This design comes from an exercise in tuning for small area and a short achievable clock period on the open sky130 flow, not from production work. Only simulation tests tie the RTL to the original design; equivalence was not proved.

== yarrow ==
// dma_desc_sched
module dma_desc_sched #(
    parameter int NUM_CH = 4,
    parameter int DESC_DEPTH = 4,
    parameter int ALIGN_CHECK = 1,
    localparam int CW = (NUM_CH > 1) ? $clog2(NUM_CH) : 1,
    localparam int PW = $clog2(DESC_DEPTH),
    localparam int DW = 96,
    localparam int EW = 35,
    localparam int OffsetWidth = 2
) (
    input  logic                 clk,
    input  logic                 rst,
    input  logic [NUM_CH-1:0]    push_valid_i,
    input  logic [NUM_CH*DW-1:0] push_desc_i,
    output logic [NUM_CH-1:0]    push_ready_o,
    output logic                 eng_valid_o,
    input  logic                 eng_ready_i,
    output logic [DW-1:0]        eng_desc_o,
    output logic [CW-1:0]        eng_ch_o,
    input  logic                 eng_done_i,
    input  logic [EW-1:0]        eng_err_i,
    input  logic [NUM_CH-1:0]    clr_i,
    output logic [NUM_CH-1:0]    ch_active_o,
    output logic [NUM_CH-1:0]    ch_done_o,
    output logic [NUM_CH-1:0]    ch_err_o,
    output logic [EW-1:0]        err_info_o,
    output logic                 irq_o
);
export LEC_CHECK = 0
export CAP_MARGIN = 20
export CORE_MARGIN = 2
export CORE_UTILIZATION = 40
export SLEW_MARGIN = 20
create_clock -name core_clock -period 6.5 [get_ports {clk}]
standard.sh (not shown) runs the stock make flow with config.mk's settings and CLKGATE_MAP_FILE= SYNTH_SCRIPT=/design/flow/synth_recipe.tcl, a recipe that flattens the netlist after the stock synthesis.
==> flow/flow/run.sh <==
#!/bin/bash
# Standard ORFS layout with plain buffers on the ports and no CTS dummy loads.
set -euo pipefail
export BUFFER_PORTS_ARGS="-buffer_cell sky130_fd_sc_hd__buf_2"
export CTS_ARGS="-sink_clustering_enable -repair_clock_nets -dont_use_dummy_load"
bash standard.sh > standard.log 2>&1
yarrow finished end to end and its layout was clean on timing, DRC and antenna.
Relative to yarrow, the following input files were edited for violet:
==> flow/run.sh (new file) <==
#!/bin/bash
# synth_recipe.tcl (not shown) runs the flow's synth.tcl, then flattens the netlist and writes it again
# the make line also repeats each setting of config.mk as NAME=value (left out here)
make -C /OpenROAD-flow-scripts/flow DESIGN_CONFIG=/design/flow/config.mk WORK_HOME=/design/flow/orfs CLKGATE_MAP_FILE= SYNTH_SCRIPT=/design/flow/synth_recipe.tcl finish
removed: flow/flow/run.sh
removed: flow/standard.sh
### Flow results
Required time of the worst setup path in violet is 0.03 ns higher than in yarrow
The largest net degree at the start of global routing in violet is 1.11 times that in yarrow.
Non-clock buffer count, violet and yarrow: larger value in violet
On core utilization, the lower figure sits with yarrow, not violet.

========
The RTL this note starts from:
==> flow/design.v <==
module dma_desc_sched #(
    parameter int NUM_CH = 4,
    parameter int DESC_DEPTH = 4,
    parameter int ALIGN_CHECK = 1,
    localparam int CW = (NUM_CH > 1) ? $clog2(NUM_CH) : 1,
    localparam int PW = $clog2(DESC_DEPTH),
    localparam int DW = 96,
    localparam int EW = 35,
    localparam int OffsetWidth = 2
) (
    input  logic                 clk,
    input  logic                 rst,
    input  logic [NUM_CH-1:0]    push_valid_i,
    input  logic [NUM_CH*DW-1:0] push_desc_i,
    output logic [NUM_CH-1:0]    push_ready_o,
    output logic                 eng_valid_o,
    input  logic                 eng_ready_i,
    output logic [DW-1:0]        eng_desc_o,
    output logic [CW-1:0]        eng_ch_o,
    input  logic                 eng_done_i,
    input  logic [EW-1:0]        eng_err_i,
    input  logic [NUM_CH-1:0]    clr_i,
    output logic [NUM_CH-1:0]    ch_active_o,
    output logic [NUM_CH-1:0]    ch_done_o,
    output logic [NUM_CH-1:0]    ch_err_o,
    output logic [EW-1:0]        err_info_o,
    output logic                 irq_o
);
    localparam int SW = 95;    
    localparam int LW = 92;    
    logic [SW-1:0]     r_mem [16];
    logic [3:0]        r_wen [4];     
    logic [3:0]        r_wen_n [4];   
    logic [3:0]        r_rp [4];      
    logic [3:0]        r_cnt [4];     
    logic              r_idle, r_issue, r_wait;
    logic [3:0]        r_ptr;         
    logic [3:0]        r_gsel;        
    logic [1:0]        r_ch;
    logic [3:0]        r_ch1h;        
    logic [LW-1:0]     r_desc;
    logic [3:0]        r_done, r_err;
    logic [31:0]       r_err_addr;
    logic [1:0]        r_err_src;
    logic [3:0]        r_ready, r_active;
    logic              r_errany, r_irq;
    logic [SW-1:0]     w_enc [4];
    always_comb begin
        for (int c = 0; c < 4; c++) begin
            logic [95:0] d;
            logic sb;
            logic [1:0] lo;
            d = push_desc_i[c*DW +: DW];
            sb = d[65:64] != 2'b00;
            lo = sb ? d[65:64] : d[33:32];
            w_enc[c] = {d[95:66], d[63:34], d[31:1], (lo != 2'b00) ? sb : d[0], lo, d[31:0] == 32'd0};
        end
    end
    always_ff @(posedge clk) begin
        for (int c = 0; c < 4; c++)
            for (int i = 0; i < 4; i++)
                r_mem[c*4 + i] <= (w_enc[c] & {SW{r_wen[c][i]}}) | (r_mem[c*4 + i] & {SW{r_wen_n[c][i]}});
    end
    logic [3:0]        w_head [4];    
    logic [3:0]        w_hzero, w_hbad;
    always_comb begin
        for (int c = 0; c < 4; c++) begin
            w_head[c] = '0;
            for (int i = 0; i < 4; i++)
                w_head[c] = w_head[c] | (r_mem[c*4 + i][3:0] & {4{r_rp[c][i]}});
            w_hzero[c] = w_head[c][0];
            w_hbad[c] = w_head[c][2:1] != 2'b00;
        end
    end
    function automatic logic [3:0] rr_pick(input logic [3:0] ne, input logic [3:0] ptr);
        for (int c = 0; c < 4; c++)
            rr_pick[c] = ne[c] && (ptr[c] ||
                         (ptr[(c+3)%4] && !ne[(c+3)%4]) ||
                         (ptr[(c+2)%4] && !ne[(c+2)%4] && !ne[(c+3)%4]) ||
                         (ptr[(c+1)%4] && !ne[(c+1)%4] && !ne[(c+2)%4] && !ne[(c+3)%4]));
    endfunction
    logic [3:0] w_gsel;
    assign w_gsel = r_gsel;
    logic [3:0] w_ldc, w_errc, w_zc, w_pop;
    logic       w_ld, w_perr, w_pick;
    always_comb begin
        for (int c = 0; c < 4; c++) begin
            w_pop[c] = r_idle && w_gsel[c];
            w_ldc[c] = w_pop[c] && !w_hzero[c] && !w_hbad[c];
            w_errc[c] = w_pop[c] && !w_hzero[c] && w_hbad[c];
            w_zc[c] = w_pop[c] && w_hzero[c];
        end
        w_ld = |w_ldc;
        w_perr = |w_errc;
        w_pick = r_idle && (|r_gsel);
    end
    logic [SW-1:0] w_pe;
    always_comb begin
        w_pe = '0;
        for (int c = 0; c < 4; c++)
            for (int i = 0; i < 4; i++)
                w_pe = w_pe | (r_mem[c*4 + i] & {SW{r_gsel[c] && r_rp[c][i]}});
    end
    logic [LW-1:0] w_desc_nx;
    logic [31:0]   w_paddr;
    assign w_desc_nx = w_ld ? w_pe[94:3] : r_desc;
    assign w_paddr = {w_pe[3] ? w_pe[94:65] : w_pe[64:35], w_pe[2:1]};
    logic       w_e, w_d;
    logic [3:0] w_wc;                      
    assign w_e = eng_err_i[34];
    assign w_d = eng_done_i;
    assign w_wc = r_ch1h & {4{r_wait}};
    logic [3:0] w_cnt_nx [4];
    logic [3:0] w_rp_nx [4];
    logic [3:0] w_wen_nx [4];
    logic [3:0] w_ready_nx, w_active_nx, w_done_nx, w_err_nx;
    always_comb begin
        for (int c = 0; c < 4; c++) begin
            logic [3:0] wp, cnt_psh, cnt_nop, wen_psh, wen_nop, rp_kept;
            logic       pv, ef, full_psh, full_nop, keep_active;
            pv = push_valid_i[c] && r_ready[c];
            ef = w_wc[c] && w_e;                  
            wp = r_cnt[c][3] ? r_rp[c] : r_wen[c];
            cnt_psh = w_errc[c] ? 4'b0000 : w_pop[c] ? r_cnt[c] : {r_cnt[c][2:0], 1'b1};
            cnt_nop = w_errc[c] ? 4'b0000 : w_pop[c] ? {1'b0, r_cnt[c][3:1]} : r_cnt[c];
            full_psh = !w_errc[c] && !w_pop[c] && r_cnt[c][2];
            full_nop = !w_errc[c] && !w_pop[c] && r_cnt[c][3];
            wen_psh = w_errc[c] ? wp : full_psh ? 4'b0000 : {wp[2:0], wp[3]};
            wen_nop = w_errc[c] ? wp : full_nop ? 4'b0000 : wp;
            rp_kept = w_errc[c] ? wp : w_pop[c] ? {r_rp[c][2:0], r_rp[c][3]} : r_rp[c];
            keep_active = w_ldc[c] || (r_issue && r_ch1h[c]);
            w_cnt_nx[c] = ef ? 4'b0000 : pv ? cnt_psh : cnt_nop;
            w_wen_nx[c] = ef ? wp : pv ? wen_psh : wen_nop;
            w_rp_nx[c] = ef ? wp : rp_kept;
            w_err_nx[c] = w_errc[c] || ef || (r_err[c] && !clr_i[c]);
            w_done_nx[c] = w_zc[c] || (w_wc[c] && !w_e && w_d) || (r_done[c] && !clr_i[c]);
            w_ready_nx[c] = !(w_errc[c] || ef || (r_err[c] && !clr_i[c]) || (pv ? full_psh : full_nop));
            w_active_nx[c] = !ef && ((pv ? cnt_psh[0] : cnt_nop[0]) || keep_active || (w_wc[c] && !w_d));
        end
    end
    logic [3:0] w_ptr_nx;
    assign w_ptr_nx = w_pick ? {w_gsel[2:0], w_gsel[3]} : r_ptr;
    logic w_issue_nx, w_wait_nx, w_idle_nx, w_irq_nx, w_errany_nx;
    logic [3:0] w_ch1h_nx;
    always_comb begin
        w_issue_nx = w_ld || (r_issue && !eng_ready_i);
        w_wait_nx = (r_issue && eng_ready_i) || (r_wait && !w_e && !w_d);
        w_idle_nx = (r_idle && !w_ld) || (r_wait && (w_e || w_d));
        w_ch1h_nx = w_ld ? w_ldc : r_ch1h;
        w_irq_nx = (|w_zc) || w_perr || (r_wait && (w_e || w_d)) || (|((r_done | r_err) & ~clr_i));
        w_errany_nx = w_perr || (r_wait && w_e) || (|(r_err & ~clr_i));
    end
    always_ff @(posedge clk) begin
        if (rst) begin
            r_idle <= 1'b1;
            r_issue <= 1'b0;
            r_wait <= 1'b0;
            r_ptr <= 4'b0001;
            r_gsel <= 4'b0000;
            r_ch <= '0;
            r_ch1h <= 4'b0001;
            r_desc <= '0;
            r_done <= '0;
            r_err <= '0;
            r_err_addr <= '0;
            r_err_src <= '0;
            r_ready <= 4'hf;
            r_active <= '0;
            r_errany <= 1'b0;
            r_irq <= 1'b0;
            for (int c = 0; c < 4; c++) begin
                r_wen[c] <= 4'b0001;
                r_wen_n[c] <= 4'b1110;
                r_rp[c] <= 4'b0001;
                r_cnt[c] <= '0;
            end
        end else begin
            r_idle <= w_idle_nx;
            r_issue <= w_issue_nx;
            r_wait <= w_wait_nx;
            r_ptr <= w_ptr_nx;
            r_gsel <= rr_pick({w_cnt_nx[3][0], w_cnt_nx[2][0], w_cnt_nx[1][0], w_cnt_nx[0][0]}, w_ptr_nx);
            r_ch1h <= w_ch1h_nx;
            r_ch <= {w_ch1h_nx[3] | w_ch1h_nx[2], w_ch1h_nx[3] | w_ch1h_nx[1]};
            r_desc <= w_desc_nx;
            r_done <= w_done_nx;
            r_err <= w_err_nx;
            if (r_wait && w_e) begin
                r_err_addr <= eng_err_i[31:0];
                r_err_src <= eng_err_i[33:32];
            end else if (w_perr) begin
                r_err_addr <= w_paddr;
                r_err_src <= 2'd3;
            end
            r_errany <= w_errany_nx;
            r_irq <= w_irq_nx;
            r_ready <= w_ready_nx;
            r_active <= w_active_nx;
            for (int c = 0; c < 4; c++) begin
                r_cnt[c] <= w_cnt_nx[c];
                r_rp[c] <= w_rp_nx[c];
                r_wen[c] <= w_wen_nx[c];
                r_wen_n[c] <= ~w_wen_nx[c];
            end
        end
    end
    assign push_ready_o = r_ready;
    assign eng_valid_o = r_issue;
    assign eng_desc_o = {r_desc[91:62], 2'b00, r_desc[61:32], 2'b00, r_desc[31:0]};
    assign eng_ch_o = r_ch;
    assign ch_active_o = r_active;
    assign ch_done_o = r_done;
    assign ch_err_o = r_err;
    assign err_info_o = {r_errany, r_err_src, r_err_addr};
    assign irq_o = r_irq;
endmodule
==> flow/config.mk <==
export PLATFORM = sky130hd
export DESIGN_NAME = dma_desc_sched
export DESIGN_NICKNAME = dma_desc_sched
export VERILOG_FILES = /design/flow/design.v
export SDC_FILE = /design/flow/constraint.sdc
export NUM_CORES = 4
export LEC_CHECK = 0
export CAP_MARGIN = 40
export CORE_MARGIN = 2
export CORE_UTILIZATION = 64
export PLACE_DENSITY = 0.75
export SETUP_SLACK_MARGIN = 4.0
export SLEW_MARGIN = 60
export TNS_END_PERCENT = 20
==> flow/constraint.sdc <==
create_clock -name core_clock -period 6.5 [get_ports {clk}]
set_input_delay 1.3000 -clock core_clock [delete_from_list [all_inputs] [get_ports {clk}]]
set_output_delay 1.3000 -clock core_clock [all_outputs]
set_load 0.01 [all_outputs]
==> flow/flow/run.sh <==
#!/bin/bash
# Standard ORFS layout with plain buffers on the ports and a CTS with larger sink clusters
# and no dummy loads.
set -euo pipefail
export BUFFER_PORTS_ARGS="-buffer_cell sky130_fd_sc_hd__buf_1"
export CTS_ARGS="-sink_clustering_enable -repair_clock_nets -dont_use_dummy_load -sink_clustering_size 24 -sink_clustering_max_diameter 100"
bash standard.sh > standard.log 2>&1
The baseline passed the timing, design-rule and antenna checks.
Next try:
- CORE_UTILIZATION: 64 -> 60
- PLACE_DENSITY: 0.75 -> 0.72
The new run produced a clean layout. Count of clock-buffer cells in the layout does not change. Setup slack gets worse by 13 ps. Worst hold slack is about the same. Final area is higher by 0.94%. Via count fell by 0.63%. Die area increases by 6.6%. Utilization decreases by 4.0 points.
Next try:
- CORE_UTILIZATION: 60 -> 55
- SETUP_SLACK_MARGIN: 4.0 -> 4.15
- TNS_END_PERCENT: 20 -> 10
Core utilization drops by 3.7 points.
First-iteration DRC count went up by about a fifth.
Next try:
- CORE_UTILIZATION: 55 -> 60
- SETUP_SLACK_MARGIN: 4.15 -> 4.0
- TNS_END_PERCENT: 10 -> 30
Utilization increases by 3.8 points.
Cell count drops by 2.9%.
Setup slack stays flat.
Next try:
- CORE_UTILIZATION: 60 -> 55
- TNS_END_PERCENT: 30 -> 10
After rerunning: Global-route usage drops by 2.7 points. Worst setup slack is better by 32 ps. Routed wire length rises by a few percent. Via count came out higher slightly.
Next try:
- PLACE_DENSITY: 0.72 -> unset
The changed run went through all stages and came out clean.
Global-route usage shrinks by 0.22 points.
Worst setup slack gains 5.0 ps.
Clock skew is higher by 9.3 ps.
Design area rose by about 0.8%.

[static timing again, ports no longer ideal]
In the flow no input, the clock included, has a driving cell. The finished layouts below were timed again as built, in two steps. Step 1 assumes that a clkbuf_16 drives the clock port and a buf_2 every other input. Step 2 also shifts input and output timing later by t, the mid clock arrival at the registers, as if the neighbouring blocks saw the same clock. a / b / c = ideal ports / drivers / drivers and shift; a / b = the first two.
| run | t (ns) | setup WS [ns] | latest minus earliest clock arrival (ns) | slew at the worst register clock pin (ns) | worst data-port slew with drivers (ns) |
|---|---|---|---|---|---|
| yarrow | 0.859 | 1.228 / 1.228 / 1.228 | 0.063 / 0.063 | 0.06 / 0.06 | 0.21 |
| violet | 0.901 | 0.940 / 0.940 / 0.940 | 0.034 / 0.035 | 0.07 / 0.07 | 0.23 |
| the first run of note 2 | 0.794 | 3.840 / 3.756 / 3.211 | 0.050 / 0.049 | 0.11 / 0.11 | 0.23 |
| the second run of note 2 | 0.786 | 3.827 / 3.740 / 3.347 | 0.055 / 0.055 | 0.11 / 0.11 | 0.25 |
| the third run of note 2 | 0.804 | 3.828 / 3.748 / 3.354 | 0.057 / 0.057 | 0.11 / 0.11 | 0.20 |
| the fourth run of note 2 | 0.801 | 3.829 / 3.742 / 3.298 | 0.037 / 0.037 | 0.10 / 0.10 | 0.21 |
| the fifth run of note 2 | 0.799 | 3.861 / 3.772 / 3.330 | 0.032 / 0.031 | 0.10 / 0.10 | 0.22 |
| the sixth run of note 2 | 0.793 | 3.866 / 3.816 / 3.218 | 0.041 / 0.042 | 0.10 / 0.10 | 0.20 |
After both steps every run listed still meets setup and hold. For the sixth run of note 2, which loses most, drivers alone change the setup slack by -0.050 ns; drivers and shift together by -0.648 ns.
